This is an optimization exercise on Yosys and OpenROAD, whose aim is small area, a short achievable clock period and few clock cycles, not a production implementation.
Function was checked by simulation only, so behaviour that the tests miss may differ from the original.
Power is estimated from default activity; no workload was simulated.

`constraint.sdc`:
```
create_clock -name core_clock -period 4.5 [get_ports {aclk}]
set_input_delay 0.9000 -clock core_clock [delete_from_list [all_inputs] [get_ports {aclk}]]
set_output_delay 0.9000 -clock core_clock [all_outputs]
set_load 0.01 [all_outputs]
```
`run.sh`:
```
#!/bin/bash
# synth_recipe.tcl (not shown) runs the flow's synth.tcl, then flattens the netlist and writes it again
# the make line also repeats each setting of config.mk as NAME=value (left out here)
make -C /OpenROAD-flow-scripts/flow DESIGN_CONFIG=/design/flow/config.mk WORK_HOME=/design/flow/orfs CLKGATE_MAP_FILE= SYNTH_SCRIPT=/design/flow/synth_recipe.tcl finish
```
`design.v`:
```
`default_nettype none
package framing_pkg;
  localparam logic [7:0] start_byte  = 8'h7D;
  localparam logic [7:0] stop_byte   = 8'h7E;
  localparam logic [7:0] escape_byte = 8'h7F;
  localparam int num_lanes  = 4;
  localparam int lane_idx_w = $clog2(num_lanes);
  localparam int lane_fifo_depth = 16;
  localparam int fifo_ptr_w      = $clog2(lane_fifo_depth);
  localparam logic [1:0] st_start = 2'd0;
  localparam logic [1:0] st_body  = 2'd1;
  localparam logic [1:0] st_stop  = 2'd2;
endpackage
`default_nettype wire
`timescale 1ns/1ps
`default_nettype none
import framing_pkg::*;
module escaper (
  input  logic       aclk,
  input  logic       aresetn,
  input  logic       target_tvalid,
  output logic       target_tready,
  input  logic [7:0] target_tdata,
  input  logic       target_tlast,
  output logic       initiator_tvalid,
  input  logic       initiator_tready,
  output logic [7:0] initiator_tdata,
  output logic       initiator_tlast
);
  logic reserved;
  logic esc_sent;
  logic insert_valid;
  logic insert_xfer;
  logic data_xfer;
  assign reserved = (target_tdata == start_byte) || (target_tdata == stop_byte)
                 || (target_tdata == escape_byte);
  assign insert_valid = target_tvalid && reserved && !esc_sent;
  assign insert_xfer  = insert_valid && initiator_tready;
  assign data_xfer    = target_tvalid && target_tready;
  always_ff @(posedge aclk or negedge aresetn) begin
    if (!aresetn) begin
      esc_sent <= 1'b0;
    end else if (insert_xfer) begin
      esc_sent <= 1'b1;
    end else if (data_xfer) begin
      esc_sent <= 1'b0;
    end
  end
  assign initiator_tvalid = target_tvalid;
  assign initiator_tdata  = insert_valid ? escape_byte : target_tdata;
  assign initiator_tlast  = insert_valid ? 1'b0 : target_tlast;
  assign target_tready = insert_valid ? 1'b0 : initiator_tready;
endmodule
`default_nettype wire
`timescale 1ns/1ps
`default_nettype none
import framing_pkg::*;
module frame_encoder (
  input  logic       aclk,
  input  logic       aresetn,
  input  logic       pkt_tvalid,
  output logic       pkt_tready,
  input  logic [7:0] pkt_tdata,
  input  logic       pkt_tlast,
  output logic       frame_tvalid,
  input  logic       frame_tready,
  output logic [7:0] frame_tdata,
  output logic       frame_tlast
);
  logic                  esc_tvalid;
  logic                  esc_tready;
  logic [7:0]            esc_tdata;
  logic                  esc_tlast;
  logic [1:0]            state;
  logic                  hold_valid;
  logic [7:0]            hold_data;
  logic                  hold_last;
  logic                  wr_valid;
  logic                  wr_en;
  logic [7:0]            wr_data;
  logic                  wr_last;
  logic                  body_last;
  logic                  full;
  logic                  rd_en;
  logic [8:0]            mem [lane_fifo_depth];
  logic [fifo_ptr_w-1:0] wr_ptr;
  logic [fifo_ptr_w-1:0] rd_ptr;
  logic [fifo_ptr_w:0]   count;
  escaper u_escaper (
    .aclk             (aclk),
    .aresetn          (aresetn),
    .target_tvalid    (pkt_tvalid),
    .target_tready    (pkt_tready),
    .target_tdata     (pkt_tdata),
    .target_tlast     (pkt_tlast),
    .initiator_tvalid (esc_tvalid),
    .initiator_tready (esc_tready),
    .initiator_tdata  (esc_tdata),
    .initiator_tlast  (esc_tlast)
  );
  always_comb begin
    wr_valid = 1'b0;
    wr_data  = stop_byte;
    wr_last  = 1'b0;
    case (state)
      st_start: begin
        wr_valid = esc_tvalid;
        wr_data  = start_byte;
      end
      st_body: begin
        wr_valid = hold_valid || esc_tvalid;
        wr_data  = hold_valid ? hold_data : esc_tdata;
      end
      st_stop: begin
        wr_valid = 1'b1;
        wr_last  = 1'b1;
      end
      default: wr_valid = 1'b0;
    endcase
  end
  assign wr_en     = wr_valid && !full;
  assign body_last = hold_valid ? hold_last : esc_tlast;
  assign esc_tready = !full && (state == st_start || (state == st_body && !hold_valid));
  always_ff @(posedge aclk or negedge aresetn) begin
    if (!aresetn) begin
      state      <= st_start;
      hold_valid <= 1'b0;
    end else if (wr_en) begin
      case (state)
        st_start: begin
          state      <= st_body;
          hold_valid <= 1'b1;
        end
        st_body: begin
          hold_valid <= 1'b0;
          if (body_last) begin
            state <= st_stop;
          end
        end
        default: state <= st_start;
      endcase
    end
  end
  always_ff @(posedge aclk) begin
    if (state == st_start && wr_en) begin
      hold_data <= esc_tdata;
      hold_last <= esc_tlast;
    end
  end
  always_ff @(posedge aclk) begin
    if (wr_en) begin
      mem[wr_ptr] <= {wr_last, wr_data};
    end
  end
  always_ff @(posedge aclk or negedge aresetn) begin
    if (!aresetn) begin
      wr_ptr <= '0;
      rd_ptr <= '0;
      count  <= '0;
    end else begin
      if (wr_en) begin
        wr_ptr <= wr_ptr + 1'b1;
      end
      if (rd_en) begin
        rd_ptr <= rd_ptr + 1'b1;
      end
      count <= count + {fifo_ptr_w'(0), wr_en} - {fifo_ptr_w'(0), rd_en};
    end
  end
  assign full         = (count == (fifo_ptr_w + 1)'(lane_fifo_depth));
  assign frame_tvalid = (count != '0);
  assign frame_tdata  = mem[rd_ptr][7:0];
  assign frame_tlast  = mem[rd_ptr][8];
  assign rd_en        = frame_tvalid && frame_tready;
endmodule
`default_nettype wire
`timescale 1ns/1ps
`default_nettype none
import framing_pkg::*;
module packet_dispatcher (
  input  logic                   aclk,
  input  logic                   aresetn,
  input  logic                   up_tvalid,
  output logic                   up_tready,
  input  logic [7:0]             up_tdata,
  input  logic                   up_tlast,
  output logic [num_lanes-1:0]   lanes_tvalid,
  input  logic [num_lanes-1:0]   lanes_tready,
  output logic [8*num_lanes-1:0] lanes_tdata,
  output logic [num_lanes-1:0]   lanes_tlast
);
  logic [lane_idx_w-1:0] ptr;
  logic [num_lanes-1:0]  sel;
  logic                  last_xfer;
  for (genvar i = 0; i < num_lanes; i++) begin : g_lane
    assign sel[i] = (ptr == lane_idx_w'(i));
    assign lanes_tvalid[i]       = up_tvalid && sel[i];
    assign lanes_tdata[8*i +: 8] = up_tdata;
    assign lanes_tlast[i]        = up_tlast;
  end
  assign up_tready = lanes_tready[ptr];
  assign last_xfer = up_tvalid && up_tready && up_tlast;
  always_ff @(posedge aclk or negedge aresetn) begin
    if (!aresetn) begin
      ptr <= '0;
    end else if (last_xfer) begin
      if (ptr == lane_idx_w'(num_lanes - 1)) begin
        ptr <= '0;
      end else begin
        ptr <= ptr + 1'b1;
      end
    end
  end
endmodule
`default_nettype wire
`timescale 1ns/1ps
`default_nettype none
import framing_pkg::*;
module frame_merger (
  input  logic                   aclk,
  input  logic                   aresetn,
  input  logic [num_lanes-1:0]   lanes_tvalid,
  output logic [num_lanes-1:0]   lanes_tready,
  input  logic [8*num_lanes-1:0] lanes_tdata,
  input  logic [num_lanes-1:0]   lanes_tlast,
  output logic                   out_tvalid,
  output logic [7:0]             out_tdata,
  output logic                   out_tlast,
  input  logic                   out_tready
);
  logic [lane_idx_w-1:0] ptr;
  logic                  out_xfer;
  for (genvar i = 0; i < num_lanes; i++) begin : g_lane
    assign lanes_tready[i] = out_tready && (ptr == lane_idx_w'(i));
  end
  assign out_tvalid = lanes_tvalid[ptr];
  assign out_tdata  = lanes_tdata[8*ptr +: 8];
  assign out_tlast  = lanes_tlast[ptr];
  assign out_xfer   = out_tvalid && out_tready;
  always_ff @(posedge aclk or negedge aresetn) begin
    if (!aresetn) begin
      ptr <= '0;
    end else if (out_xfer) begin
      if (out_tlast) begin
        if (ptr == lane_idx_w'(num_lanes - 1)) begin
          ptr <= '0;
        end else begin
          ptr <= ptr + 1'b1;
        end
      end
    end
  end
endmodule
`default_nettype wire
`timescale 1ns/1ps
`default_nettype none
import framing_pkg::*;
module link_framer_top (
  input  logic       aclk,
  input  logic       aresetn,
  input  logic       in_tvalid,
  output logic       in_tready,
  input  logic [7:0] in_tdata,
  input  logic       in_tlast,
  output logic       out_tvalid,
  input  logic       out_tready,
  output logic [7:0] out_tdata,
  output logic       out_tlast
);
  logic [num_lanes-1:0]   lane_tvalid;
  logic [num_lanes-1:0]   lane_tready;
  logic [8*num_lanes-1:0] lane_tdata;
  logic [num_lanes-1:0]   lane_tlast;
  logic [num_lanes-1:0]   frame_tvalid;
  logic [num_lanes-1:0]   frame_tready;
  logic [8*num_lanes-1:0] frame_tdata;
  logic [num_lanes-1:0]   frame_tlast;
  packet_dispatcher u_dispatcher (
    .aclk         (aclk),
    .aresetn      (aresetn),
    .up_tvalid    (in_tvalid),
    .up_tready    (in_tready),
    .up_tdata     (in_tdata),
    .up_tlast     (in_tlast),
    .lanes_tvalid (lane_tvalid),
    .lanes_tready (lane_tready),
    .lanes_tdata  (lane_tdata),
    .lanes_tlast  (lane_tlast)
  );
  for (genvar i = 0; i < num_lanes; i++) begin : g_enc
    frame_encoder u_encoder (
      .aclk         (aclk),
      .aresetn      (aresetn),
      .pkt_tvalid   (lane_tvalid[i]),
      .pkt_tready   (lane_tready[i]),
      .pkt_tdata    (lane_tdata[8*i +: 8]),
      .pkt_tlast    (lane_tlast[i]),
      .frame_tvalid (frame_tvalid[i]),
      .frame_tready (frame_tready[i]),
      .frame_tdata  (frame_tdata[8*i +: 8]),
      .frame_tlast  (frame_tlast[i])
    );
  end
  frame_merger u_merger (
    .aclk         (aclk),
    .aresetn      (aresetn),
    .lanes_tvalid (frame_tvalid),
    .lanes_tready (frame_tready),
    .lanes_tdata  (frame_tdata),
    .lanes_tlast  (frame_tlast),
    .out_tvalid   (out_tvalid),
    .out_tdata    (out_tdata),
    .out_tlast    (out_tlast),
    .out_tready   (out_tready)
  );
endmodule
`default_nettype wire
```
`config.mk`:
```
export PLATFORM = sky130hd
export DESIGN_NAME = link_framer_top
export DESIGN_NICKNAME = link_framer_top
export VERILOG_FILES = /design/flow/design.v
export SDC_FILE = /design/flow/constraint.sdc
export NUM_CORES = 4
export LEC_CHECK = 0
export CAP_MARGIN = 20
export CORE_MARGIN = 2
export CORE_UTILIZATION = 40
export SLEW_MARGIN = 20
```
==> impl_results.md, run 1 <==
- Outcome: complete, no violations
- Syn Area/Cell: 18.9 sq um
- Die X: between 200 and 300 microns
- Most common cell after layout, fill and taps aside: edfxtp_1
- Via density: 5.40
- Hold buffers post-CTS: 0
- DR vias: between 10000 and 15000
- Count of final setup violators: 0
- HPWL after DPL: 39900 microns
- Initial Util: about two fifths
- Total power per unit cell area: 690 nW/um^2
- Skew final: 0.0285 ns
- Switching power: 7140 uW
- Final Hold Vio Count: 0
- Crit Path Max Fanout: 20
- LEAKAGE: 0.0109 uW
- Fin nets: 1669
- Setup crit start kind: register
- Final GP Congestion: 0.782
- RSZ-0062 raised after global routing: no
- GRT Overall Usage: 16.8%
- Most frequent cells in the layout: edfxtp_1, mux4_2, buf_4, clkbuf_16, dfrtp_1
- Seq pwr share: 40.8%
- DRT antenna net count: 0
- Library cells used by synthesis: 58
- Main synth FF type: edfxtp_1
- Worst VDD drop: 381 uV
- Sw Share: roughly a third
- Logic pwr share: 32.0%
- CTS Buffer Depth: 3
- Maxcap violations: 0
- Register area: 20200 sq um
- Critical Path RT: 3.60 ns
- Clock Sinks: 684
- Routed WL per cell: between 20 and 25 microns
- Leading area contributor after synthesis: edfxtp_1
- Die Area: 73000 sq um
- Synth async-reset ratio: 10.5%
- Cell depth of the worst flop-to-flop path: 12
- Post-synth EDFFs: 612
- Routed WL: 60800 microns
- Syn-to-layout area delta: 15.4%
- Hold WS: 0.347 ns
- Gate Count Post-Synth: 1503
- DRC errors left: 0
- Fin crit period: 4.36 ns
- Iteration-0 DRC count of the detailed router: 1208
- Global route overflow: 0
- Die Y: 270 microns
- Top post-synthesis cells by area: edfxtp_1, mux4_2, dfrtp_1
- Final worst-path cycle share: 96.9%
- Clock transition at the registers of the reported paths: roughly 0.06 ns
- Final Cell Area: 32700 sq um
- Hold Path Class: input port to async pin
- Area taken by multi-input logic gates: approximately 7600 sq um
- P_int: 15400 uW
- Setup CP Type: register to output pin
- Layout cells sized above 1: 24.5%
- Max frequency: 0.229 GHz
- Seq/Total Area, Yosys: between 70% and 80%
- First-pass GRT wire length: 91800 microns
- CTS Root Cell: clkbuf_16
- CTS Buf Count: 73
- Setup_tns: 0 ns
- Slew Limit Fails: 0
- Core footprint: 70000 sq um
- Setup crit end kind: output pin
- Fillcell total: 5889
- Largest net degree at the start of global routing: 47
- Worst slew pin tran: 0.960 ns
- Clock power frac: 27.2%
- TritonCTS clock tree: built
- CP arrival: 3.46 ns
- Placed inst area: 30200 sq um
- Antenna violations before repair: 3
- Synthesized area: 28300 sq um
- Synth warn: 4
- Rel. slew slack: 35.8%
- IO Count: 24
- Row cnt: slightly below 100
- Syn nets: 1572
- Worst-Skew Late Latency: 0.61 ns
- IO buf count: 23
- Seq cells post-synth: ~700
- Vias in the first global route: 14400
- H-tree Lvls: 3
- Drt pass-1 iters: 5
- Post-synth top area share: between 60% and 70%
-- stage by stage --
step / worst slack [ns] / cells / util [%] / power, uW
final: 0.139 / 2599 / 46.7 / 22600
after global routing: 0.0247 / 2599 / 46.7 / 23700
after CTS: 0.0202 / 2595 / 46.6 / 22700
after detailed placement: 0.261 / 2461 / 43.1 / 16600
after global placement: 0.342 / 2461 / 43.1 / 16300
after floorplan: 1.16 / 1503 / - / 13900
-- final cells by class --
type	count	area share, %
multi-input combinational	672	23.2
clock buffer	90	5.98
antenna	1	0.00765
timing repair buffer	123	3.37
inverter	46	0.528
clock inverter	43	1.54
sequential	684	61.7
tap	940	3.60
-- cell usage after synthesis (11+ instances only) --
| library cell | instances |
|---|---|
| a21oi_1 | 32 |
| and2_1 | 11 |
| and3_1 | 18 |
| buf_2 | 14 |
| clkbuf_1 | 70 |
| dfrtp_1 | 72 |
| edfxtp_1 | 612 |
| ha_1 | 52 |
| inv_1 | 45 |
| mux2i_1 | 42 |
| mux4_1 | 12 |
| mux4_2 | 161 |
| nand2_1 | 62 |
| nor2_1 | 56 |
| nor2b_1 | 18 |
| nor3_1 | 20 |
| nor4_1 | 12 |
| xnor2_1 | 28 |
| xor2_1 | 12 |
-- flip-flops by register name, summed over array words and instances (netlist names) --
signal / cells
u_dispatcher.ptr: 2
g_enc.u_encoder.wr_ptr: 16
g_enc.u_encoder.count: 20
g_enc.u_encoder.hold_valid: 4
g_enc.u_encoder.state: 8
g_enc.u_encoder.hold_data: 32
g_enc.u_encoder.mem: 576
u_merger.ptr: 2
g_enc.u_encoder.rd_ptr: 16
g_enc.u_encoder.u_escaper.esc_sent: 4
g_enc.u_encoder.hold_last: 4
-- per-layer routing --
metal	part of all wire [%]	up-vias	routed length, microns	GRT usage, %
li1	-	6178	-	-
met1	44	7447	26900	23.6
met2	49	332	29600	27.1
met3	5.0	86	3050	3.00
met4	2.0	4	1250	4.57
met5	0.054	-	33	0
-- what timing repair did --
| action | CTS | global route |
|---|---|---|
| resized for setup | 3 | 4 |
| hold endpoints to repair | 0 | 0 |
| buffers inserted | 1 | 2 |
| pin swaps | 0 | 0 |
| cloned | 0 | 1 |
| setup endpoints to repair | 8 | 5 |
-- final timing paths --
check                                                         to                             startpoint  slack [ns]
hold reg to reg            g_enc[3].u_encoder.u_escaper.esc_sent  g_enc[3].u_encoder.u_escaper.esc_sent        0.52
hold / removal                      g_enc[0].u_encoder.wr_ptr[3]                                aresetn        0.35
min in group core_clock    g_enc[3].u_encoder.u_escaper.esc_sent  g_enc[3].u_encoder.u_escaper.esc_sent        0.52
setup / recovery                                    out_tdata[0]           g_enc[0].u_encoder.rd_ptr[0]        0.14
max in group asynchronous           g_enc[1].u_encoder.rd_ptr[3]                                aresetn        3.37
setup reg to reg                     g_enc[0].u_encoder.count[4]            g_enc[0].u_encoder.count[2]        1.34
-- worst max-delay path, cell delays in order, from the launching register on --
cell	delay, ns
dfrtp_2	0.44
buf_16	0.23
mux4_2	0.53
mux4_2	0.52
a22o_1	0.33
a221o_1	0.31
clkdlybuf4s50_1	0.49
-- kinds of logic (layout without fill, tap and decap cells) --
logic type,after synthesis,count (layout),synth area share (%)
other,0,1,0
AND/OR/NAND/NOR,257,257,4.74
buffers and inverters,147,302,2.20
XOR/XNOR,40,40,1.24
multiplexers,223,223,15.7
flip-flops,684,684,71.2
AO/OA/AOI/OAI,96,96,2.33
adder cells (fa/ha/maj),56,56,2.58
-- power by group through the flow --
stage | clock network, uW | registers (uW) | logic [uW]
after detailed placement | 0 | 9380 | 7180
after CTS | 6260 | 9240 | 7250
after global placement | 0 | 9330 | 7020
after floorplan | 0 | 8760 | 5180
final | 6140 | 9210 | 7230
after global routing | 6510 | 9340 | 7860
Testbench counts, summed over its fixed seeds: cycles 66,967.
==> inputs of run 2 (changes only) <==
==> design.v (replaced) <==
`default_nettype none
package framing_pkg;
  localparam logic [7:0] start_byte  = 8'h7D;
  localparam logic [7:0] stop_byte   = 8'h7E;
  localparam logic [7:0] escape_byte = 8'h7F;
  localparam int num_lanes  = 4;
  localparam int lane_idx_w = $clog2(num_lanes);
  localparam int lane_fifo_depth = 16;
  localparam int fifo_ptr_w      = $clog2(lane_fifo_depth);
  localparam logic [1:0] st_start = 2'd0;
  localparam logic [1:0] st_body  = 2'd1;
  localparam logic [1:0] st_stop  = 2'd2;
endpackage
`default_nettype wire
`timescale 1ns/1ps
`default_nettype none
import framing_pkg::*;
module link_framer_top #(
  parameter int DEPTH = 2
) (
  input  logic       aclk,
  input  logic       aresetn,
  input  logic       in_tvalid,
  output logic       in_tready,
  input  logic [7:0] in_tdata,
  input  logic       in_tlast,
  output logic       out_tvalid,
  input  logic       out_tready,
  output logic [7:0] out_tdata,
  output logic       out_tlast
);
  localparam int AW = (DEPTH > 1) ? $clog2(DEPTH) : 1;
  logic [8:0]    mem [DEPTH];
  logic [AW-1:0] wr_ptr;
  logic [AW-1:0] rd_ptr;
  logic [AW:0]   count;
  logic          wr_en;
  logic          rd_en;
  logic          empty;
  logic [8:0]    head;
  logic          head_rsv;
  logic [1:0]    state;
  logic          esc_sent;
  logic          load;
  assign empty     = (count == '0);
  assign in_tready = (count != (AW + 1)'(DEPTH));
  assign wr_en     = in_tvalid && in_tready;
  always_ff @(posedge aclk) begin
    if (wr_en) begin
      mem[wr_ptr] <= {in_tlast, in_tdata};
    end
  end
  assign head     = mem[rd_ptr];
  assign head_rsv = (head[7:0] == start_byte) || (head[7:0] == stop_byte)
                 || (head[7:0] == escape_byte);
  assign load  = !out_tvalid || out_tready;
  assign rd_en = load && (state == st_body) && !empty && !(head_rsv && !esc_sent);
  always_ff @(posedge aclk or negedge aresetn) begin
    if (!aresetn) begin
      wr_ptr <= '0;
      rd_ptr <= '0;
      count  <= '0;
    end else begin
      if (wr_en) begin
        wr_ptr <= (wr_ptr == AW'(DEPTH - 1)) ? '0 : wr_ptr + 1'b1;
      end
      if (rd_en) begin
        rd_ptr <= (rd_ptr == AW'(DEPTH - 1)) ? '0 : rd_ptr + 1'b1;
      end
      count <= count + {AW'(0), wr_en} - {AW'(0), rd_en};
    end
  end
  always_ff @(posedge aclk or negedge aresetn) begin
    if (!aresetn) begin
      state      <= st_start;
      esc_sent   <= 1'b0;
      out_tvalid <= 1'b0;
      out_tdata  <= '0;
      out_tlast  <= 1'b0;
    end else if (load) begin
      out_tvalid <= 1'b0;
      out_tlast  <= 1'b0;
      case (state)
        st_start: begin
          if (!empty) begin
            out_tvalid <= 1'b1;
            out_tdata  <= start_byte;
            state      <= st_body;
          end
        end
        st_body: begin
          if (!empty) begin
            out_tvalid <= 1'b1;
            if (head_rsv && !esc_sent) begin
              out_tdata <= escape_byte;
              esc_sent  <= 1'b1;
            end else begin
              out_tdata <= head[7:0];
              esc_sent  <= 1'b0;
              if (head[8]) begin
                state <= st_stop;
              end
            end
          end
        end
        default: begin
          out_tvalid <= 1'b1;
          out_tdata  <= stop_byte;
          out_tlast  <= 1'b1;
          state      <= st_start;
        end
      endcase
    end
  end
endmodule
`default_nettype wire
==> impl_results.md, run 2 <==
- Outcome: complete, no violations
- Vias in the first global route: 924
- Largest reg by FF count: mem
- Hold Path Class: register to register
- GRT Overall Usage: between 10 and 15%
- Library cells used by synthesis: 29
- Worst r2r dst: count[1]
- Worst slew pin tran: about 0.75 ns
- Maxcap violations: 0
- CP arrival: about 2.7 ns
- First-pass GRT wire length: 4240 microns
- Layout cells sized above 1: 8.96%
- Most frequent cell after synthesis: edfxtp_1
- Hold WS: 0.498 ns
- Row cnt: 21
- Fin crit period: about 2.5 ns
- DRC errors left: 0
- Final GP Congestion: 0.737
- Count of final setup violators: 0
- # resized after CTS: 0
- Critical Path RT: 4.77 ns
- CTS Buffer Depth: 2
- Slew Limit Fails: 0
- Syn nets: 119
- Final worst-path cycle share: 54.5%
- Synth Area in XOR/XNOR: 2.45%
- Fin nets: 148
- CTS Buf Count: 5
- Post-synth top cells: edfxtp_1, dfrtp_1, nor2_1
- Routed WL per cell: 13.4 microns
- Synth warn: 1
- Core footprint: 3390 sq um
- Worst Min Path Start: out_tdata[7]
- Mux share of post-synthesis cell area: 6.46%
- Clock transition at the registers of the reported paths: 0.11 ns
- Biggest regs: mem x18, out_tdata x8
- Post-synth top area share: between 30% and 40%
- Most frequent cells in the layout: clkdlybuf4s50_1, edfxtp_1, dfrtp_1, nor2_1, nand2_1
- Synth async-reset ratio: 48.6%
- Iteration-0 DRC count of the detailed router: 58
- Largest family of logic cells by synthesized area: simple AND/OR/NAND/NOR gates
- H-tree Lvls: 2
- Cell depth of the worst flop-to-flop path: 9
- Setup crit end kind: register
- Placed cell count: 172
- Leading area contributor after synthesis: edfxtp_1
- Drt pass-1 iters: 4
- Worst hold endpoint: out_tdata[7]
- Min-Delay Path Depth: 2
- Max frequency: 0.408 GHz
- Crit Path Max Fanout: 6
- Total power per unit cell area: 656 nW/um^2
- Setup CP Type: input port to register
- RSZ-0062 raised after global routing: no
- Die Y: 63.8 microns
- Synth Area in Adders: 1.75%
- Post-Synth Simple-Gate Area: 12.4%
- Global route overflow: 0
- Most common cell after layout, fill and taps aside: clkdlybuf4s50_1
- Rel. slew slack: 49.9%
- R2R Path Start: rd_ptr
- Top post-synthesis cells by area: edfxtp_1, dfrtp_1, mux2i_1
- Fillcell total: 287
- Die X: about 64 microns
- Die Area: between 4000 and 5000 sq um
- Clock Sinks: 35
- Hold buffers post-CTS: 0
- Worst-Skew Late Latency: 0.34 ns
- Seq cells post-synth: 35
- Setup crit start kind: input port
- # diodes: 0
- IO buf count: 23
- Syn-to-layout area delta: 27.1%
- Antenna violations before repair: 0
- Largest register FFs: 18
- Worst VDD drop: 241 uV
- Initial Util: 42.3%
- Syn Area/Cell: between 10 and 15 sq um
- Largest net degree at the start of global routing: 18
- Main synth FF type: edfxtp_1
- Final cell count without fillers: 180
- IO Count: 24
- DRT antenna net count: 0
- Seq/Total Area, Yosys: 67.4%
- Via density: 4.92
- Final Hold Vio Count: 0
- HPWL after DPL: between 1500 and 2000 microns
- Synthesized area: approximately 1400 sq um
- Setup slack, reg-to-reg: about 2.2 ns
- LEAKAGE: 0.000696 uW
- Postcts setup bufs: 0
- TritonCTS clock tree: built
- Setup_tns: 0 ns
- Post-synth EDFFs: 18
- DR vias: 885
- Gate Count Post-Synth: 104
- CTS Root Cell: clkbuf_4
- Compound-cell area share of the yosys netlist: 8.91%
- Routed WL: 2420 microns
- Skew final: roughly 0.0066 ns
run 2: cell types whose count changed in the layout (fill, tap and decap cells not counted), sizes merged, moves of 30 or more:
| cell | before | now |
|---|---|---|
| mux2i | 42 | 7 |
| clkinv | 32 | 0 |
| nor2 | 56 | 11 |
| clkbuf | 91 | 5 |
| ha | 52 | 2 |
| buf | 100 | 0 |
| nand2 | 62 | 9 |
| mux4 | 173 | 0 |
| dfrtp | 72 | 17 |
| inv | 46 | 1 |
| edfxtp | 612 | 18 |
| a21oi | 32 | 2 |
run 2: worst max-delay path, cell delays in order:
cell             delay, ns
clkdlybuf4s50_1       0.48
nand2b_1              0.15
o21ai_1               0.18
nor3_2                0.27
ha_1                  0.27
inv_1                 0.06
ha_1                  0.14
xnor2_1               0.13
xnor2_1               0.13
run 2: worst max path at each step:
stage	cells after the start	endpoint	slack (ns)	start
final	9	count[1]	2.05	out_tready
after global placement	9	count[1]	1.77	out_tready
after global routing	9	count[1]	1.96	out_tready
after floorplan	8	count[1]	2.28	out_tready
after detailed placement	9	count[1]	1.69	out_tready
after CTS	9	count[1]	2.05	out_tready
run 2: stage by stage:
step                instance area (sq um)  utilization [%]  setup WS, ns  power [uW]
floorplan                            1430                -          2.28         770
global placement                     1720             50.6          1.77         917
detailed placement                   1720             50.6          1.69         928
CTS                                  1820             53.7          2.05        1210
global route                         1820             53.7          1.96        1280
finish                               1820             53.7          2.05        1190
run 2: logic make-up (layout without fill, tap and decap cells):
family	Yosys count	in the layout
muxes	9	9
buffers and inverters	2	32
adders and majority gates	2	2
AOI/OAI and AO/OA	17	17
xor gates and xnor gates	4	4
DFF	35	35
and+or+nand+nor	35	35
run 2: routing by layer:
metal	wire length [microns]	GRT usage [%]	part of all wire (%)
met5	0	0	0
met4	34	4.89	1.4
met3	148	6.87	6.1
met2	1120	20.7	46
met1	1110	17.5	46
run 2: area by class of cell:
class / instances / area (sq um) / share of cell area [%]
clock inverter: 3 / 67.6 / 3.71
timing repair buffer: 23 / 230 / 12.6
multi-input combinational: 67 / 458 / 25.2
tap: 46 / 57.6 / 3.16
sequential: 35 / 966 / 53.1
clock buffer: 5 / 37.5 / 2.06
inverter: 1 / 3.75 / 0.206
run 2: power by group:
part	internal (uW)	total, uW	switching [uW]
clock	173	280	108
combinational	194	380	186
sequential	447	533	86.0
Testbench counts of run 2, summed over its fixed seeds: cycles 76,918.
==> inputs of run 3 (changes only) <==
==> design.v (replaced) <==
`default_nettype none
package framing_pkg;
  localparam logic [7:0] start_byte  = 8'h7D;
  localparam logic [7:0] stop_byte   = 8'h7E;
  localparam logic [7:0] escape_byte = 8'h7F;
endpackage
`default_nettype wire
`timescale 1ns/1ps
`default_nettype none
import framing_pkg::*;
module link_framer_top (
  input  logic       aclk,
  input  logic       aresetn,
  input  logic       in_tvalid,
  output logic       in_tready,
  input  logic [7:0] in_tdata,
  input  logic       in_tlast,
  output logic       out_tvalid,
  input  logic       out_tready,
  output logic [7:0] out_tdata,
  output logic       out_tlast
);
  logic s1;
  logic s0;
  logic rsv;
  logic esc_now;
  logic out_xfer;
  assign rsv     = (in_tdata[7:2] == 6'b011111) && (in_tdata[1:0] != 2'b00);
  assign esc_now = !s1 && rsv;
  assign out_tvalid     = in_tvalid || (s1 && !s0);
  assign out_tlast      = s1 && !s0;
  assign out_tdata[7]   = s0 && in_tdata[7];
  assign out_tdata[6:2] = s0 ? in_tdata[6:2] : 5'b11111;
  assign out_tdata[1]   = s0 ? (in_tdata[1] || esc_now) : s1;
  assign out_tdata[0]   = s0 ? (in_tdata[0] || esc_now) : !s1;
  assign in_tready = out_tready && s0 && !esc_now;
  assign out_xfer  = out_tvalid && out_tready;
  always_ff @(posedge aclk or negedge aresetn) begin
    if (!aresetn) begin
      s1 <= 1'b0;
      s0 <= 1'b0;
    end else if (out_xfer) begin
      case ({s1, s0})
        2'b00: begin
          s0 <= 1'b1;
        end
        2'b01: begin
          s1 <= rsv || in_tlast;
          s0 <= rsv || !in_tlast;
        end
        2'b11: begin
          s1 <= in_tlast;
          s0 <= !in_tlast;
        end
        default: begin
          s1 <= 1'b0;
        end
      endcase
    end
  end
endmodule
`default_nettype wire
--- a/config.mk
+++ b/config.mk
@@ -10,2 +10,3 @@
 export CORE_UTILIZATION = 40
+export SETUP_SLACK_MARGIN = 2.0
 export SLEW_MARGIN = 20
==> impl_results.md, run 3 <==
- Outcome: aborted with a tool error
- Halt Stage: 2_4_floorplan_pdn
- Log Error: [ERROR PDN-0185] Insufficient width (23.46 um) to add straps on layer met4 in grid "grid" with total strap width 15.2 um and offset 13.6 um.
- Leading area contributor after synthesis: dfrtp_1
- Die X: 27.8 microns
- Top post-synthesis cells by area: dfrtp_1, nand2b_1, a31oi_1
- Synth async-reset ratio: 100%
- Seq/Total Area, Yosys: 22.1%
- Synthesized area: 226 sq um
- Die Y: ~28 microns
- Seq cells post-synth: 2
- Library cells used by synthesis: 18
- Main synth FF type: dfrtp_1
- Row cnt: 8
- Initial Util: about 44%
- Post-synth top cells: nand2b_1, a31oi_1
- Most frequent cell after synthesis: nand2b_1
- Syn Area/Cell: 7.81 sq um
- Post-synth EDFFs: 0
- Gate Count Post-Synth: 29
- Syn nets: 42
- Synth warn: 1
- Post-synth top area share: 22.1%
run 3: cell types whose count changed after synthesis, sizes merged, moves of 2 or more:
cell	delta
nand2b	+2
edfxtp	-18
o21ai	-3
xnor2	-3
nor2	-9
nor3	-3
nor2b	-3
dfrtp	-15
mux2i	-7
ha	-2
o31ai	-2
nand2	-9
mux2	-2
run 3: kinds of logic after synthesis:
family                 synth area share, %
AO/OA/AOI/OAI                         24.9
buffers and inverters                 6.63
flip-flops                            22.1
AND/OR/NAND/NOR                       46.4
Testbench counts of run 3, summed over its fixed seeds: cycles 80,218.
==> inputs of run 4 (changes only) <==
--- a/config.mk
+++ b/config.mk
@@ -8,5 +8,4 @@
 export CAP_MARGIN = 20
-export CORE_MARGIN = 2
-export CORE_UTILIZATION = 40
-export SETUP_SLACK_MARGIN = 2.0
+export CORE_AREA = 3 3 39 39
+export DIE_AREA = 0 0 42 42
 export SLEW_MARGIN = 20
==> impl_results.md, run 4 <==
- Total power per unit cell area: 350 nW/um^2
- Final GP Congestion: between 0.7 and 0.8
- # diodes: 0
- Met2 usage: 11.7%
- WP buf/inv: 2
- Global route overflow: 0
- Worst VDD drop: 272 uV
- Rel. slew slack: 73.6%
- Top post-synthesis cells by area: dfrtp_1, nand2b_1, a31oi_1
- Layout cells sized above 1: 16.7%
- DR vias: 303
- Critical Path RT: 3.60 ns
- Setup_tns: 0 ns
- Clock Sinks: 2
- Syn Area/Cell: 7.81 sq um
- H-tree Lvls: 1
- Outcome: complete, no violations
- Slowest stage delay, CP: 0.55 ns
- Final worst-path cycle share: 74.0%
- CTS Buffer Depth: 2
- # resized after CTS: 0
- Postcts setup bufs: 0
- WP depth: 5
- Setup crit start kind: input port
- Main synth FF type: dfrtp_1
- Most used cell, CP: clkdlybuf4s50_1
- Synth async-reset ratio: 100%
- Routed WL: between 600 and 700 microns
- Hold Path Class: register to register
- IO buf count: 23
- Post-synth top area share: 22.1%
- DRT antenna net count: 0
- Most Crowded Layer GR: met2
- LEAKAGE: a little over 0.0002 uW
- Drt pass-1 iters: 2
- Max frequency: 0.300 GHz
- RSZ-0062 raised after global routing: no
- Initial Util: 19.6%
- R2R Path Start: s1
- HPWL after DPL: between 500 and 600 microns
- Routed WL per cell: just under 10 microns
- Via density: 4.46
- GRT Overall Usage: 7.86%
- First-pass GRT wire length: 1120 microns
- End point of the critical path: out_tdata[0]
- Synth warn: 1
- Count of final setup violators: 0
- CP top delay family: buffers and inverters
- Vias in the first global route: 265
- GR Layer Usage met3: 5.15%
- Clock transition at the registers of the reported paths: 0.03 ns
- Most common cell after layout, fill and taps aside: clkdlybuf4s50_1
- Crit-path cells: clkdlybuf4s50_1 > and4b_2 > nand3_1 > a31oi_1 > clkdlybuf4s50_1
- DRC errors left: 0
- Fin crit period: 3.33 ns
- Global Route met1 Usage: ~10%
- CTS Buf Count: 3
- Row cnt: 12
- Library cells used by synthesis: 18
- Core footprint: between 1000 and 1500 sq um
- Setup CP Type: input port to output pin
- Crit. Startpoint: in_tdata[5]
- CTS Root Cell: clkbuf_4
- Syn nets: 42
- Die Area: 1760 sq um
- Largest net degree at the start of global routing: 16
- Gate Count Post-Synth: 29
- Die X: roughly 42 microns
- Seq/Total Area, Yosys: 22.1%
- Post-synth top cells: nand2b_1, a31oi_1
- Setup slack, reg-to-reg: 3.46 ns
- Most frequent cell after synthesis: nand2b_1
- Worst slew pin tran: 0.396 ns
- Setup crit end kind: output pin
- Worst r2r dst: s1
- Slew Limit Fails: 0
- Design Power: ~170 uW
- Seq cells post-synth: 2
- Final Hold Vio Count: 0
- Skew final: about 0.0022 ns
- Synthesized area: 226 sq um
- TritonCTS clock tree: built
- CP arrival: 2.43 ns
- Fillcell total: 117
- Crit Path Max Fanout: 3
- Iteration-0 DRC count of the detailed router: 1
- Maxcap violations: 0
- Most frequent cells in the layout: clkdlybuf4s50_1, nand2b_1, a31oi_1, clkbuf_4
- Hold buffers post-CTS: 0
- Antenna violations before repair: 0
- IO Count: 24
- Syn-to-layout area delta: 116%
- Leading area contributor after synthesis: dfrtp_1
- Cell depth of the worst flop-to-flop path: 3
- Crit-path slowest cell: clkdlybuf4s50_1
- Die Y: 42 microns
- Worst-Skew Late Latency: approximately 0.22 ns
- Post-synth EDFFs: 0
- Fin nets: slightly below 70
- Biggest regs: s0 x1, s1 x1
-- run 4: worst min-delay path by stage --
| stage | startpoint | end | slack (ns) | cells past startpoint |
|---|---|---|---|---|
| after floorplan | aresetn | s0 | 0.60 | 0 |
| after global placement | s1 | s1 | 0.67 | 3 |
| after detailed placement | s1 | s0 | 0.67 | 3 |
| after CTS | s1 | s0 | 0.68 | 3 |
| after global routing | s1 | s1 | 0.75 | 2 |
| final | s1 | s0 | 0.67 | 3 |
-- run 4: tightest hold or removal path, stage by stage, from the launching register on --
cell and delay, ns:
dfrtp_1 0.36, inv_1 0.08, a31oi_1 0.13, a31oi_1 0.05
-- run 4: cells by family after synthesis --
group	synth area share, %
DFF	22.1
buffers and inverters	6.63
and+or+nand+nor	46.4
AOI/OAI and AO/OA	24.9
-- run 4: power by group --
group / leakage [uW] / switching (uW) / total (uW) / internal (uW)
registers: 0.0000235 / 13.1 / 37.0 / 23.9
logic: 0.000166 / 35.2 / 96.0 / 60.7
clock network: 0.0000138 / 8.90 / 38.2 / 29.3
total: 0.000203 / 57.2 / 171 / 114
-- run 4: cell type report --
type | count | area [sq um] | area share (%)
tap | 14 | 17.5 | 3.58
clock buffer | 3 | 22.5 | 4.60
timing repair buffer | 23 | 230 | 47.1
inverter | 2 | 7.51 | 1.53
sequential | 2 | 50.0 | 10.2
multi-input combinational | 24 | 161 | 33.0
-- run 4: per-stage QoR --
step | cells | setup WS, ns | cell area (sq um) | util (%) | hold WS, ns
3_5_place_dp | 65 | 1.16 | 467 | 40.4 | 0.670
3_3_place_gp | 65 | 1.16 | 467 | 40.4 | 0.667
5_1_grt | 68 | 1.09 | 489 | 42.3 | 0.749
4_1_cts | 68 | 1.16 | 489 | 42.3 | 0.678
6_report | 68 | 1.17 | 489 | 42.3 | 0.670
2_1_floorplan | 29 | 2.08 | 226 | - | 0.604
-- run 4: routing by layer --
layer	part of all wire [%]	wire length [microns]	vias to the layer above
met5	0	0	-
met4	0	0	0
met3	10	66	0
met2	37	248	17
met1	52	347	126
li1	-	-	160
==> inputs of run 5 (changes only) <==
--- a/config.mk
+++ b/config.mk
@@ -10,2 +10,3 @@
 export DIE_AREA = 0 0 42 42
+export SETUP_SLACK_MARGIN = 2.6
 export SLEW_MARGIN = 20
==> impl_results.md, run 5 <==
- Clock Sinks: 2
- Main synth FF type: dfrtp_1
- Total power per unit cell area: 347 nW/um^2
- Gate Count Post-Synth: 29
- Routed WL per cell: about 11 microns
- First-pass GRT wire length: 1350 microns
- Worst-Skew Late Latency: 0.21 ns
- Post-synth top area share: 22.1%
- Row cnt: 12
- Synthesized area: between 200 and 250 sq um
- Maxcap violations: 0
- Layout cells sized above 1: 74.6%
- Seq/Total Area, Yosys: approximately 22%
- CTS Buffer Depth: 2
- Syn Area/Cell: 7.81 sq um
- DRC errors left: 0
- HPWL after DPL: about 630 microns
- Die X: 42 microns
- DRT antenna net count: 0
- Iteration-0 DRC count of the detailed router: 2
- DR vias: approximately 330
- Most frequent cell after synthesis: nand2b_1
- Most common cell after layout, fill and taps aside: buf_6
- Antenna violations before repair: 0
- Synth async-reset ratio: 100%
- Initial Util: between 10% and 20%
- Via density: 4.58
- Setup CP Type: input port to output pin
- Design Power: 219 uW
- Seq cells post-synth: 2
- Critical Path RT: 3.60 ns
- Hold Path Class: register to register
- Die Y: 42 microns
- Final GP Congestion: 0.695
- Count of final setup violators: 0
- Library cells used by synthesis: 18
- Biggest regs: s0 x1, s1 x1
- RSZ-0062 raised after global routing: yes
- Routed WL: about 830 microns
- Top post-synthesis cells by area: dfrtp_1, nand2b_1, a31oi_1
- H-tree Lvls: 1
- Outcome: complete, no violations
- CTS Buf Count: 3
- Fin nets: 74
- Setup crit end kind: output pin
- IO Count: 24
- Fin crit period: 2.61 ns
- GRT Overall Usage: a little under 10%
- Slew Limit Fails: 0
- # diodes: 0
- Vias in the first global route: about 330
- Final Hold Vio Count: 0
- Hold WS: 0.681 ns
- Synth warn: 1
- Die Area: about 1800 sq um
- Setup_tns: 0 ns
- Crit Path Max Fanout: 3
- Rel. slew slack: a little over four fifths
- LEAKAGE: 0.000302 uW
- Max frequency: 0.383 GHz
- Post-synth EDFFs: 0
- Global route overflow: 0
- Drt pass-1 iters: 4
- Worst VDD drop: 138 uV
- Largest net degree at the start of global routing: 15
- CP arrival: ~1.7 ns
- Setup crit start kind: input port
- Final worst-path cycle share: 58.0%
- Most frequent cells in the layout: buf_6, nand2b_4, buf_4, clkbuf_4, dlygate4sd2_1
- Syn-to-layout area delta: 178%
- CTS Root Cell: clkbuf_4
- Skew final: 0.000129 ns
- TritonCTS clock tree: built
- Syn nets: 42
- Post-synth top cells: nand2b_1, a31oi_1
- Clock transition at the registers of the reported paths: 0.03 ns
- Worst slew pin tran: 0.251 ns
- Core footprint: 1160 sq um
- IO buf count: 23
- Leading area contributor after synthesis: dfrtp_1
-- run 5: cell types whose count changed in the layout (fill, tap and decap cells not counted), moves of 2 or more --
cell / before / now
a31oi_1: 4 / 2
nand2b_1: 5 / 0
buf_6: 0 / 16
nand2b_4: 0 / 5
dlygate4sd2_1: 0 / 3
clkdlybuf4s50_1: 23 / 2
buf_4: 0 / 5
-- run 5: final cells by class --
| class | count | area (sq um) |
|---|---|---|
| sequential | 2 | 53.8 |
| clock buffer | 3 | 22.5 |
| tap | 14 | 17.5 |
| fill | 100 | 526 |
| inverter | 2 | 7.51 |
| timing repair buffer | 28 | 284 |
| multi-input combinational | 24 | 245 |
-- run 5: layer usage --
metal	vias to the layer above	part of all wire, %	wire length (microns)	global-route usage [%]
met5	-	0	0	0
met4	0	0	0	7.69
met3	0	6.5	54	1.29
met2	15	50	414	15.4
met1	149	43	355	11.5
li1	170	-	-	-
-- run 5: power by group --
| part | switching (uW) | leakage [uW] | internal [uW] |
|---|---|---|---|
| Combinational | 66.6 | 0.000265 | 82.8 |
| Sequential | 6.07 | 0.0000229 | 26.0 |
| Clock | 8.01 | 0.0000138 | 29.2 |
-- run 5: path summary, 6_finish.rpt --
check	startpoint	endpoint	slack, ns	cells after the start
worst max register to register	s1	s1	3.31	4
worst min register to register	s1	s1	0.68	3
worst min-delay path	s1	s1	0.68	3
max in group asynchronous	aresetn	s0	3.51	1
min in group asynchronous	aresetn	s0	0.85	1
worst max-delay path	in_tdata[7]	in_tready	1.89	5
-- run 5: cells by family (layout without fill, tap and decap cells) --
logic type      Yosys count  in the layout  share of synthesized area [%]
simple gates             16             16                           46.4
flops                     2              2                           22.1
compound gates            8              8                           24.9
buf+inv                   3             33                           6.63
-- run 5: through the flow --
stage	instances	instance area, sq um	setup WS, ns	utilization (%)
2_1_floorplan	29	297	2.13	-
3_3_place_gp	65	537	1.14	46.4
3_5_place_dp	65	537	1.13	46.4
4_1_cts	71	616	1.87	53.2
5_1_grt	73	631	1.86	54.5
6_report	73	631	1.89	54.5
-- run 5: what timing repair did --
| action | CTS | global route |
|---|---|---|
| hold buffers | 0 | 0 |
| pin swaps | 9 | 5 |
| setup endpoints to repair | 11 | 11 |
| resized for setup | 98 | 0 |
| setup buffers | 3 | 2 |
-- run 5: critical path, cell delays in order --
cell	delay, ns
buf_6	0.09
and4b_2	0.32
o211ai_2	0.10
and3_4	0.19
buf_6	0.11
==> inputs of run 6 (changes only) <==
--- a/config.mk
+++ b/config.mk
@@ -10,3 +10,3 @@
 export DIE_AREA = 0 0 42 42
-export SETUP_SLACK_MARGIN = 2.6
+export SETUP_SLACK_MARGIN = 2.0
 export SLEW_MARGIN = 20
==> impl_results.md, run 6 <==
- Syn nets: 42
- Drt pass-1 iters: 2
- Final GP Congestion: 0.729
- Syn Area/Cell: 7.81 sq um
- Count of final setup violators: 0
- Main synth FF type: dfrtp_1
- # diodes: 0
- Utilization after layout: 37.7%
- Hold Path Class: register to register
- Clock power frac: 25.3%
- Gate Count Post-Synth: 29
- CTS Buf Count: 3
- Total power per unit cell area: 348 nW/um^2
- Global route overflow: 0
- Worst slew pin tran: 0.229 ns
- Logic pwr share: 49.7%
- LEAKAGE: 0.000213 uW
- Seq pwr share: 25.1%
- Leading area contributor after synthesis: dfrtp_1
- DRC errors left: 0
- IO Count: 24
- P_int: roughly 95 uW
- GRT Overall Usage: 7.86%
- Clock Sinks: 2
- Final worst-path cycle share: between 50% and 60%
- H-tree Lvls: 1
- Cell depth of the worst flop-to-flop path: 3
- IO buf count: 23
- Library cells used by synthesis: 18
- CP arrival: 1.70 ns
- DR vias: 302
- Fin nets: 69
- Seq cells post-synth: 2
- Skew final: 0.00192 ns
- Crit-path slowest cell: and4b_2
- Largest net degree at the start of global routing: 16
- Hold buffers post-CTS: 0
- Rel. slew slack: between 80% and 90%
- Top post-synthesis cells by area: dfrtp_1, nand2b_1, a31oi_1
- Worst VDD drop: 180 uV
- First-pass GRT wire length: between 1000 and 1500 microns
- Die X: 42 microns
- Slew Limit Fails: 0
- Initial Util: 19.6%
- Via density: 4.44
- Switching power: ~57 uW
- HPWL after DPL: 555 microns
- Layout cells sized above 1: 37.0%
- Maxcap violations: 0
- Synthesized area: 226 sq um
- Worst r2r dst: s0
- Clock transition at the registers of the reported paths: 0.03 ns
- Worst hold endpoint: s0
- Max frequency: between 0.3 and 0.4 GHz
- Post-synth EDFFs: 0
- Routed WL per cell: 10.2 microns
- RSZ-0062 raised after global routing: yes
- Die Y: 42 microns
- Setup crit end kind: output pin
- Final cell count without fillers: 68
- Row cnt: 12
- Crit Path Max Fanout: 3
- Final Hold Vio Count: 0
- Placed cell count: 65
- Setup crit start kind: input port
- Fin crit period: 2.60 ns
- Most frequent cell after synthesis: nand2b_1
- Slowest stage delay, CP: 0.30 ns
- Vias in the first global route: 260
- Seq/Total Area, Yosys: around 22%
- Core footprint: roughly 1200 sq um
- TritonCTS clock tree: built
- Sw Share: 37.6%
- Routed WL: 691 microns
- Biggest regs: s0 x1, s1 x1
- Outcome: complete, no violations
- Post-synth top cells: nand2b_1, a31oi_1
- DRT antenna net count: 0
- Worst-Skew Late Latency: 0.22 ns
- CTS Root Cell: clkbuf_4
- Fillcell total: between 100 and 150
- Die Area: roughly 1800 sq um
- Setup slack, reg-to-reg: 3.45 ns
- Iteration-0 DRC count of the detailed router: 1
- Critical Path RT: 3.60 ns
- Most frequent cells in the layout: dlygate4sd2_1, buf_2, nand2b_1, a31oi_1
- Antenna violations before repair: 0
- Final WS setup: around 1.9 ns
- Synth warn: 1
- Syn-to-layout area delta: 92.3%
- CTS Buffer Depth: 2
- Synth async-reset ratio: 100%
- Setup CP Type: input port to output pin
- Worst Min Path Start: s0
- Pre-CTS WS: around 1.2 ns
- R2R Path Start: s1
- Post-synth top area share: ~22%
- Min-Delay Path Depth: 1
- Crit-path cells: buf_6 > and4b_2 > o211ai_2 > and3_1 > buf_2
- Setup_tns: 0 ns
run 6: cell counts after synthesis:
Identical to the previous run, type by type.
run 6: final cells by class:
type | count | area [sq um] | share of cell area (%)
Inverter | 2 | 7.51 | 1.72
Timing Repair Buffer | 23 | 175 | 40.2
Clock buffer | 3 | 22.5 | 5.17
Sequential cell | 2 | 51.3 | 11.8
Tap cell | 14 | 17.5 | 4.02
Multi-Input combinational cell | 24 | 161 | 37.1
run 6: worst max path at each step:
stage	startpoint	end	slack, ns	depth (start not counted)
global placement	in_tdata[5]	out_tdata[0]	1.16	5
detailed placement	in_tdata[5]	out_tdata[0]	1.16	5
global route	in_tdata[7]	in_tready	1.84	5
floorplan	in_tdata[7]	out_tdata[0]	2.08	3
CTS	in_tdata[7]	in_tready	1.89	5
finish	in_tdata[7]	in_tready	1.90	5
run 6: worst max-delay path: cells and delay by family:
kind / cells / cell delay [ns]
AO/OA/AOI/OAI: 1 / 0.11
buffers and inverters: 2 / 0.22
AND/OR/NAND/NOR: 2 / 0.48
run 6: metal layers:
metal | vias to the layer above | wire (microns) | track usage (%)
li1 | 158 | - | -
met1 | 127 | 343 | 10.3
met2 | 17 | 283 | 11.7
met3 | 0 | 64 | 4.72
met4 | 0 | 0 | 0
met5 | - | 0 | 0
run 6: stage by stage:
step	instance area, sq um	hold WS, ns	total power, uW
after floorplan	226	0.604	78.2
after global placement	467	0.667	135
after detailed placement	467	0.670	134
after CTS	434	0.678	153
after global routing	435	0.692	167
final	435	0.651	152
run 6: kinds of logic (layout without fill, tap and decap cells):
group	after synthesis	count (layout)	share of synthesized area [%]
AOI/OAI and AO/OA	8	8	24.9
buffers and inverters	3	28	6.63
DFF	2	2	22.1
and+or+nand+nor	16	16	46.4
run 6: power by group through the flow:
stage / Clock, uW / Sequential [uW] / Combinational [uW]
global route: 43.7 / 40.5 / 83.4
finish: 38.3 / 38.0 / 75.2
global placement: 0 / 37.7 / 97.0
CTS: 39.6 / 37.2 / 76.6
floorplan: 0 / 29.5 / 48.7
detailed placement: 0 / 37.3 / 97.1
run 6: timing repair:
| item | in CTS | in global routing |
|---|---|---|
| pin swaps | 6 | 1 |
| setup endpoints to repair | 10 | 4 |
| setup buffers | 0 | 0 |
| gates resized for setup | 46 | 1 |
==> inputs of run 7 (changes only) <==
--- a/config.mk
+++ b/config.mk
@@ -9,2 +9,3 @@
 export CORE_AREA = 3 3 39 39
+export CTS_BUF_LIST = sky130_fd_sc_hd__clkbuf_1
 export DIE_AREA = 0 0 42 42
==> impl_results.md, run 7 <==
- Row cnt: 12
- Biggest regs: s0 x1, s1 x1
- Initial Util: 19.6%
- Critical Path RT: 3.60 ns
- Placed cell count: 65
- IO Count: 24
- Library cells used by synthesis: 18
- Vias in the first global route: 265
- Global route overflow: 0
- Setup CP Type: input port to output pin
- First-pass GRT wire length: 1150 microns
- # diodes: 0
- TritonCTS clock tree: built
- Setup_tns: 0 ns
- Compound-cell area share of the yosys netlist: between 20% and 30%
- Max frequency: 0.384 GHz
- Setup crit end kind: output pin
- Die Area: 1760 sq um
- Outcome: complete, no violations
- Main synth FF type: dfrtp_1
- Synth Area in Adders: 0%
- Post-synth top cells: nand2b_1, a31oi_1
- Slew Limit Fails: 0
- Core footprint: approximately 1200 sq um
- H-tree Lvls: 1
- Routed WL per cell: 10.6 microns
- Mux share of post-synthesis cell area: 0%
- Post-synth EDFFs: 0
- GRT Overall Usage: 8.22%
- Drt pass-1 iters: 2
- DRC errors left: 0
- Most frequent cells in the layout: dlygate4sd2_1, buf_2, nand2b_1, a31oi_1
- RSZ-0062 raised after global routing: yes
- Count of final setup violators: 0
- Largest net degree at the start of global routing: 16
- Post-Synth Simple-Gate Area: 46.4%
- Rel. slew slack: 84.5%
- Die Y: 42 microns
- Worst slew pin tran: 0.232 ns
- Setup crit start kind: input port
- Postcts setup bufs: 0
- Leading area contributor after synthesis: dfrtp_1
- Iteration-0 DRC count of the detailed router: 1
- Layout cells sized above 1: 31.5%
- Final GP Congestion: 0.729
- Hold Path Class: register to register
- Crit-path cells: buf_6 > and4b_2 > o211ai_2 > and3_1 > buf_2
- Via density: 4.37
- DR vias: 297
- Synth warn: 1
- Final Hold Vio Count: 0
- LEAKAGE: 0.000203 uW
- Hold buffers post-CTS: 0
- CTS Buf Count: 3
- Seq cells post-synth: 2
- Clock transition at the registers of the reported paths: 0.05 ns
- Largest family of logic cells by synthesized area: simple AND/OR/NAND/NOR gates
- Synthesized area: roughly 230 sq um
- Die X: about 42 microns
- Final cell count without fillers: 68
- Slowest stage delay, CP: 0.30 ns
- Syn-to-layout area delta: 87.3%
- Worst-Skew Late Latency: ~0.20 ns
- Post-synth top area share: 22.1%
- Most frequent cell after synthesis: nand2b_1
- Synth Area in XOR/XNOR: 0%
- Routed WL: between 700 and 800 microns
- Crit-path slowest cell: and4b_2
- Clock Sinks: 2
- Total power per unit cell area: around 320 nW/um^2
- Seq/Total Area, Yosys: about 22%
- Worst VDD drop: 122 uV
- IO buf count: 23
- Fin nets: 69
- Final worst-path cycle share: 57.8%
- Maxcap violations: 0
- Crit Path Max Fanout: 3
- Top post-synthesis cells by area: dfrtp_1, nand2b_1, a31oi_1
- DRT antenna net count: 0
- Fillcell total: ~120
- Syn nets: 42
- Synth async-reset ratio: 100%
- HPWL after DPL: ~560 microns
- CTS Root Cell: clkbuf_1
- CTS Buffer Depth: 2
- Syn Area/Cell: 7.81 sq um
- Antenna violations before repair: 0
- Gate Count Post-Synth: 29
- CP arrival: roughly 1.7 ns
- Skew final: 0.00489 ns
- Fin crit period: between 2 and 3 ns
## run 7: cell counts after synthesis
No cell type changed its count.
## run 7: final timing paths
check / start / endpoint / slack [ns] / cells past startpoint
worst min register to register: s0 / s0 / 0.66 / 1
worst min-delay path: s0 / s0 / 0.66 / 1
worst max-delay path: in_tdata[7] / in_tready / 1.90 / 5
worst max register to register: s1 / s0 / 3.44 / 3
min in group asynchronous: aresetn / s0 / 0.86 / 1
max in group asynchronous: aresetn / s0 / 3.50 / 1
## run 7: layout make-up
class	count	area, sq um	area share, %
clock buffer	3	11.3	2.65
inverter	2	7.51	1.77
multi-input combinational	24	161	38.1
sequential	2	51.3	12.1
tap	14	17.5	4.13
timing repair buffer	23	175	41.3
## run 7: stage by stage
stage	cell area (sq um)	hold slack (ns)	utilization, %	power, uW	setup slack (ns)
global route	424	0.719	36.7	151	1.84
CTS	423	0.677	36.6	136	1.89
global placement	467	0.667	40.4	135	1.16
detailed placement	467	0.670	40.4	134	1.16
floorplan	226	0.604	-	78.2	2.08
finish	424	0.664	36.7	134	1.90
## run 7: worst max-delay path: cells and delay by family
kind	cells	cell delay, ns
AOI/OAI and AO/OA	1	0.11
and+or+nand+nor	2	0.48
buffers and inverters	2	0.22
## run 7: what timing repair did
action | 4_1_cts | 5_1_grt
resized for setup | 46 | 1
pin swaps | 6 | 1
endpoints found under the setup margin | 10 | 4
## run 7: metal layers
| metal | GRT usage (%) | vias up | share of wire (%) |
|---|---|---|---|
| met1 | 10.3 | 124 | 49 |
| met4 | 1.92 | 0 | 0 |
| met3 | 4.72 | 0 | 8.9 |
| met5 | 0 | - | 0 |
| li1 | - | 156 | - |
| met2 | 12.0 | 17 | 42 |
## run 7: cell families (layout without fill, tap and decap cells)
kind of cell,Yosys count,in the layout
flip-flops,2,2
AND/OR/NAND/NOR,16,16
AO/OA/AOI/OAI,8,8
buffers and inverters,3,28
## run 7: power by group
part / switching [uW] / internal [uW]
Clock: 9.69 / 10.9
Sequential: 13.6 / 24.5
Combinational: 34.7 / 40.7
Total: 58.0 / 76.1
==> inputs of run 8 (changes only) <==
--- a/config.mk
+++ b/config.mk
@@ -7,5 +7,5 @@
 export LEC_CHECK = 0
+export ABC_AREA = 1
 export CAP_MARGIN = 20
 export CORE_AREA = 3 3 39 39
-export CTS_BUF_LIST = sky130_fd_sc_hd__clkbuf_1
 export DIE_AREA = 0 0 42 42
==> impl_results.md, run 8 <==
- Die Y: 42 microns
- DRC errors left: 0
- Final cell count without fillers: 91
- Outcome: complete, no violations
- Layout cells sized above 1: a little over 40%
- Setup_tns: 0 ns
- Via density: just under 4
- Rel. slew slack: 83.4%
- Drt pass-1 iters: 3
- # diodes: 0
- Seq cells post-synth: 2
- Design Power: 154 uW
- Syn-to-layout area delta: 108%
- Routed WL: 736 microns
- DR vias: 362
- H-tree Lvls: 1
- Crit. Startpoint: in_tdata[2]
- Antenna violations before repair: 0
- HPWL after DPL: between 600 and 700 microns
- IO Count: 24
- Post-synth top cells: nand2_1, inv_1, nor2_1, or2_2
- CTS Buf Count: 3
- Core footprint: 1160 sq um
- Routed WL per cell: between 8 and 9 microns
- TritonCTS clock tree: built
- Leading area contributor after synthesis: nand2_1
- Die Area: 1760 sq um
- CP arrival: between 1.5 and 2 ns
- GRT Overall Usage: 9.36%
- Maxcap violations: 0
- Global route overflow: 0
- Synthesized area: 262 sq um
- Largest net degree at the start of global routing: 9
- Gate Count Post-Synth: between 40 and 50
- Slew Limit Fails: 0
- Library cells used by synthesis: 12
- Syn Area/Cell: 5.45 sq um
- Biggest regs: s0 x1, s1 x1
- First-pass GRT wire length: 1220 microns
- Utilization after layout: 47.0%
- CTS Root Cell: clkbuf_4
- Final Hold Vio Count: 0
- Clock Sinks: 2
- Fin crit period: 2.45 ns
- IO buf count: 23
- Most frequent cells in the layout: nand2_1, inv_1, dlygate4sd2_1, buf_6, buf_2
- Total power per unit cell area: 283 nW/um^2
- Top post-synthesis cells by area: nand2_1, dfrtp_1, inv_1
- Final WS setup: 2.05 ns
- Initial Util: about 23%
- Worst slew pin tran: 0.249 ns
- Most frequent cell after synthesis: nand2_1
- Skew final: approximately 0.000032 ns
- Crit Path Max Fanout: 2
- Post-synth EDFFs: 0
- Die X: 42 microns
- Hold Path Class: register to register
- Syn nets: 61
- Row cnt: 12
- R2R Path Start: s1
- Post-synth top area share: between 30% and 40%
- Final worst-path cycle share: 54.5%
- Iteration-0 DRC count of the detailed router: 2
- Worst VDD drop: 140 uV
- LEAKAGE: between 0.0003 and 0.0004 uW
- DRT antenna net count: 0
- Synth warn: 1
- Main synth FF type: dfrtp_1
- Fin nets: 92
- Final GP Congestion: 0.671
- Pre-CTS WS: 1.20 ns
- CTS Buffer Depth: 2
- Worst-Skew Late Latency: 0.22 ns
- Hold buffers post-CTS: 0
- Setup crit start kind: input port
- Seq/Total Area, Yosys: a little under a fifth
- Clock transition at the registers of the reported paths: 0.03 ns
- Most common cell after layout, fill and taps aside: nand2_1
- Synth async-reset ratio: 100%
- Max frequency: slightly above 0.4 GHz
- Critical Path RT: 3.60 ns
- Worst Min Path Start: s1
- Placed cell count: 85
- Setup CP Type: input port to output pin
- Setup crit end kind: output pin
- Count of final setup violators: 0
- RSZ-0062 raised after global routing: yes
- Vias in the first global route: approximately 320
==> run 8: cell count changes in the layout (fill, tap and decap cells not counted), sizes merged, moves of 2 or more <==
cell | before | now
nand2b | 5 | 0
or2 | 1 | 5
inv | 2 | 10
buf | 10 | 15
a31oi | 4 | 0
and3 | 2 | 0
nand2 | 0 | 24
==> run 8: what timing repair did <==
action	4_1_cts	5_1_grt
endpoints found under the setup margin	10	2
buffers inserted	2	1
pin swaps	9	6
gates resized for setup	60	2
==> run 8: final timing paths <==
| check | endpoint | slack (ns) | depth (start not counted) |
|---|---|---|---|
| max | out_tdata[2] | 2.05 | 3 |
| min | s1 | 0.55 | 2 |
| max reg2reg | s1 | 3.39 | 8 |
| min reg2reg | s1 | 0.55 | 2 |
| max in group asynchronous | s1 | 3.54 | 1 |
| min in group asynchronous | s0 | 0.84 | 1 |
==> run 8: power breakdown <==
group          total [uW]  internal (uW)  switching [uW]
clock                39.4           29.4            9.98
combinational        83.8           42.6            41.3
sequential           30.3           22.5            7.79
total                 154           94.5            59.0
==> run 8: per-layer routing <==
layer | GRT usage [%] | up-vias | part of all wire (%)
met5 | 0 | - | 0
met4 | 7.69 | 0 | 0
met3 | 3.43 | 0 | 8.0
met2 | 14.2 | 14 | 52
met1 | 10.3 | 152 | 40
li1 | - | 196 | -
==> run 8: cell families (layout without fill, tap and decap cells) <==
logic type             count (synthesis)  count (layout)  share of synthesized area, %
flip-flops                             2               2                          19.1
buffers and inverters                 11              40                          15.8
AND/OR/NAND/NOR                       35              35                          65.1
==> run 8: per-stage QoR <==
stage	hold slack (ns)	area [sq um]
floorplan	0.523	262
global placement	0.549	509
detailed placement	0.554	509
CTS	0.561	523
global route	0.615	543
finish	0.552	543
==> run 8: cell type report <==
| cell class | count | area (sq um) |
|---|---|---|
| fillers | 132 | 613 |
| repair buffers | 26 | 226 |
| multi-input cells | 35 | 185 |
| flip-flops and latches | 2 | 50.0 |
| inverters | 11 | 41.3 |
| clock buffers | 3 | 22.5 |
| well taps | 14 | 17.5 |
==> run 8: critical path, stage by stage <==
cell	delay [ns]
buf_6	0.09
or2_2	0.28
dlygate4sd2_1	0.29
==> inputs of run 9 (changes only) <==
--- a/config.mk
+++ b/config.mk
@@ -7,3 +7,2 @@
 export LEC_CHECK = 0
-export ABC_AREA = 1
 export CAP_MARGIN = 20
@@ -11,3 +10,3 @@
 export DIE_AREA = 0 0 42 42
-export SETUP_SLACK_MARGIN = 2.0
+export SETUP_SLACK_MARGIN = 1.5
 export SLEW_MARGIN = 20
==> impl_results.md, run 9 <==
- CTS Root Cell: clkbuf_4
- Gate Count Post-Synth: 29
- Core footprint: 1160 sq um
- Final Hold Vio Count: 0
- Seq pwr share: 23.0%
- DRC errors left: 0
- Die X: 42 microns
- TritonCTS clock tree: built
- Die Y: 42 microns
- Design Power: 162 uW
- # diodes: 0
- Placed cell count: 65
- Biggest regs: s0 x1, s1 x1
- Cell depth of the worst flop-to-flop path: 3
- Synthesized area: 226 sq um
- DRT antenna net count: 0
- Final GP Congestion: ~0.73
- Final worst-path cycle share: 65.4%
- Skew final: around 0.0022 ns
- Rel. slew slack: 73.1%
- Final cell count without fillers: between 60 and 70
- Library cells used by synthesis: 18
- Clock transition at the registers of the reported paths: 0.03 ns
- Seq cells post-synth: 2
- Min-Delay Path Depth: 3
- Critical Path RT: 3.60 ns
- RSZ-0062 raised after global routing: no
- Slew Limit Fails: 0
- Most common cell after layout, fill and taps aside: clkdlybuf4s50_1
- Post-synth EDFFs: 0
- Drt pass-1 iters: 2
- GRT Overall Usage: about 7.7%
- Setup crit start kind: input port
- DR vias: 299
- CTS Buf Count: 3
- Clock Sinks: 2
- Fin crit period: 2.94 ns
- Count of final setup violators: 0
- Post-synth top area share: 22.1%
- R2R Path Start: s1
- Routed WL per cell: a little under 10 microns
- Top post-synthesis cells by area: dfrtp_1, nand2b_1, a31oi_1
- First-pass GRT wire length: 1090 microns
- Most frequent cell after synthesis: nand2b_1
- Sw Share: 35.3%
- Outcome: complete, no violations
- Row cnt: 12
- Routed WL: ~670 microns
- Clock power frac: 23.6%
- Worst Min Path Start: s1
- P_int: 105 uW
- Crit Path Max Fanout: 3
- Logic pwr share: 53.4%
- Initial Util: roughly 20%
- H-tree Lvls: 1
- Final WS setup: ~1.6 ns
- Post-synth top cells: nand2b_1, a31oi_1
- CTS Buffer Depth: 2
- Iteration-0 DRC count of the detailed router: 1
- Total power per unit cell area: between 300 and 400 nW/um^2
- Worst VDD drop: 273 uV
- Fin nets: 69
- Max frequency: 0.340 GHz
- Setup crit end kind: output pin
- Hold WS: 0.670 ns
- Worst-Skew Late Latency: 0.22 ns
- Layout cells sized above 1: 22.2%
- Synth async-reset ratio: 100%
- Hold Path Class: register to register
- Largest net degree at the start of global routing: 16
- Syn Area/Cell: 7.81 sq um
- HPWL after DPL: 555 microns
- CP arrival: about 2.0 ns
- Vias in the first global route: 262
- Antenna violations before repair: 0
- Seq/Total Area, Yosys: 22.1%
- Die Area: 1760 sq um
- Synth warn: 1
- LEAKAGE: 0.000232 uW
- Leading area contributor after synthesis: dfrtp_1
- Global route overflow: 0
- Setup slack, reg-to-reg: around 3.5 ns
- Syn-to-layout area delta: 112%
- Worst hold endpoint: s0
- IO buf count: 23
- Maxcap violations: 0
- Worst r2r dst: s1
- Syn nets: 42
- Most frequent cells in the layout: clkdlybuf4s50_1, nand2b_1, a31oi_1, clkbuf_4, dlymetal6s2s_1
- Fillcell total: between 100 and 150
- Setup CP Type: input port to output pin
- Via density: 4.40
- IO Count: 24
- Hold buffers post-CTS: 0
- Main synth FF type: dfrtp_1
- Pre-CTS WS: 1.16 ns
- Setup_tns: 0 ns
- Switching power: 57.1 uW
- Worst slew pin tran: 0.403 ns
==> run 9: changes by cell type after synthesis, moves of 2 or more <==
| cell | previous run | this run |
|---|---|---|
| or2_1 | 2 | 0 |
| nand2b_1 | 0 | 5 |
| nand2_4 | 2 | 0 |
| or2_2 | 3 | 1 |
| inv_1 | 9 | 2 |
| nand2_1 | 21 | 0 |
| a31oi_1 | 0 | 4 |
==> run 9: cell type report <==
| type | count | area, sq um | area share [%] |
|---|---|---|---|
| clock buffers | 3 | 22.5 | 4.69 |
| multi-input cells | 24 | 161 | 33.6 |
| well taps | 14 | 17.5 | 3.65 |
| flip-flops and latches | 2 | 50.0 | 10.4 |
| repair buffers | 23 | 221 | 46.1 |
| inverters | 2 | 7.51 | 1.56 |
==> run 9: power groups by stage <==
stage | combinational [uW] | sequential [uW] | clock, uW
2_1_floorplan | 48.7 | 29.5 | 0
5_1_grt | 94.3 | 39.8 | 42.7
4_1_cts | 89.0 | 37.2 | 39.6
3_5_place_dp | 97.1 | 37.3 | 0
3_3_place_gp | 97.0 | 37.7 | 0
6_report | 86.3 | 37.1 | 38.2
==> run 9: cells by family after synthesis <==
family / synth area share, %
DFF: 22.1
and+or+nand+nor: 46.4
buffers and inverters: 6.63
AOI/OAI and AO/OA: 24.9
==> run 9: stage by stage <==
| stage | utilization, % | area (sq um) |
|---|---|---|
| finish | 41.6 | 480 |
| global route | 41.6 | 480 |
| CTS | 41.2 | 477 |
| detailed placement | 40.4 | 467 |
| global placement | 40.4 | 467 |
| floorplan | - | 226 |
==> run 9: repair_timing <==
| action | 4_1_cts | 5_1_grt |
|---|---|---|
| buffers inserted | 0 | 0 |
| gates resized for setup | 10 | 5 |
| setup endpoints to repair | 4 | 2 |
| pin swaps | 2 | 2 |
==> run 9: worst max-delay path by stage <==
stage | slack, ns | endpoint | startpoint | depth (start not counted)
after floorplan | 2.08 | out_tdata[0] | in_tdata[7] | 3
after global placement | 1.16 | out_tdata[0] | in_tdata[5] | 5
after detailed placement | 1.16 | out_tdata[0] | in_tdata[5] | 5
after CTS | 1.44 | out_tdata[0] | in_tdata[6] | 5
after global routing | 1.50 | in_tready | in_tdata[6] | 5
final | 1.56 | in_tready | in_tdata[6] | 5
==> run 9: worst max-delay path: stages <==
cell and delay [ns]:
clkdlybuf4s50_1 0.47, and4b_2 0.26, o211ai_2 0.11, and3_1 0.18, buf_2 0.13
==> run 9: per-layer routing <==
metal | vias to the layer above | GRT usage [%] | part of all wire (%)
met5 | - | 0 | 0
met4 | 0 | 0 | 0
met3 | 0 | 4.72 | 9.8
met2 | 17 | 11.7 | 38
met1 | 124 | 9.77 | 52
li1 | 158 | - | -

Re-timed with assumed drivers on the ports (clkbuf_16 on the clock, buf_2 on other inputs), run 9 has 1.527 ns of setup slack against 1.559 ns with ideal ports, and 1.527 ns once port delays also move by the mid clock arrival of 0.231 ns.
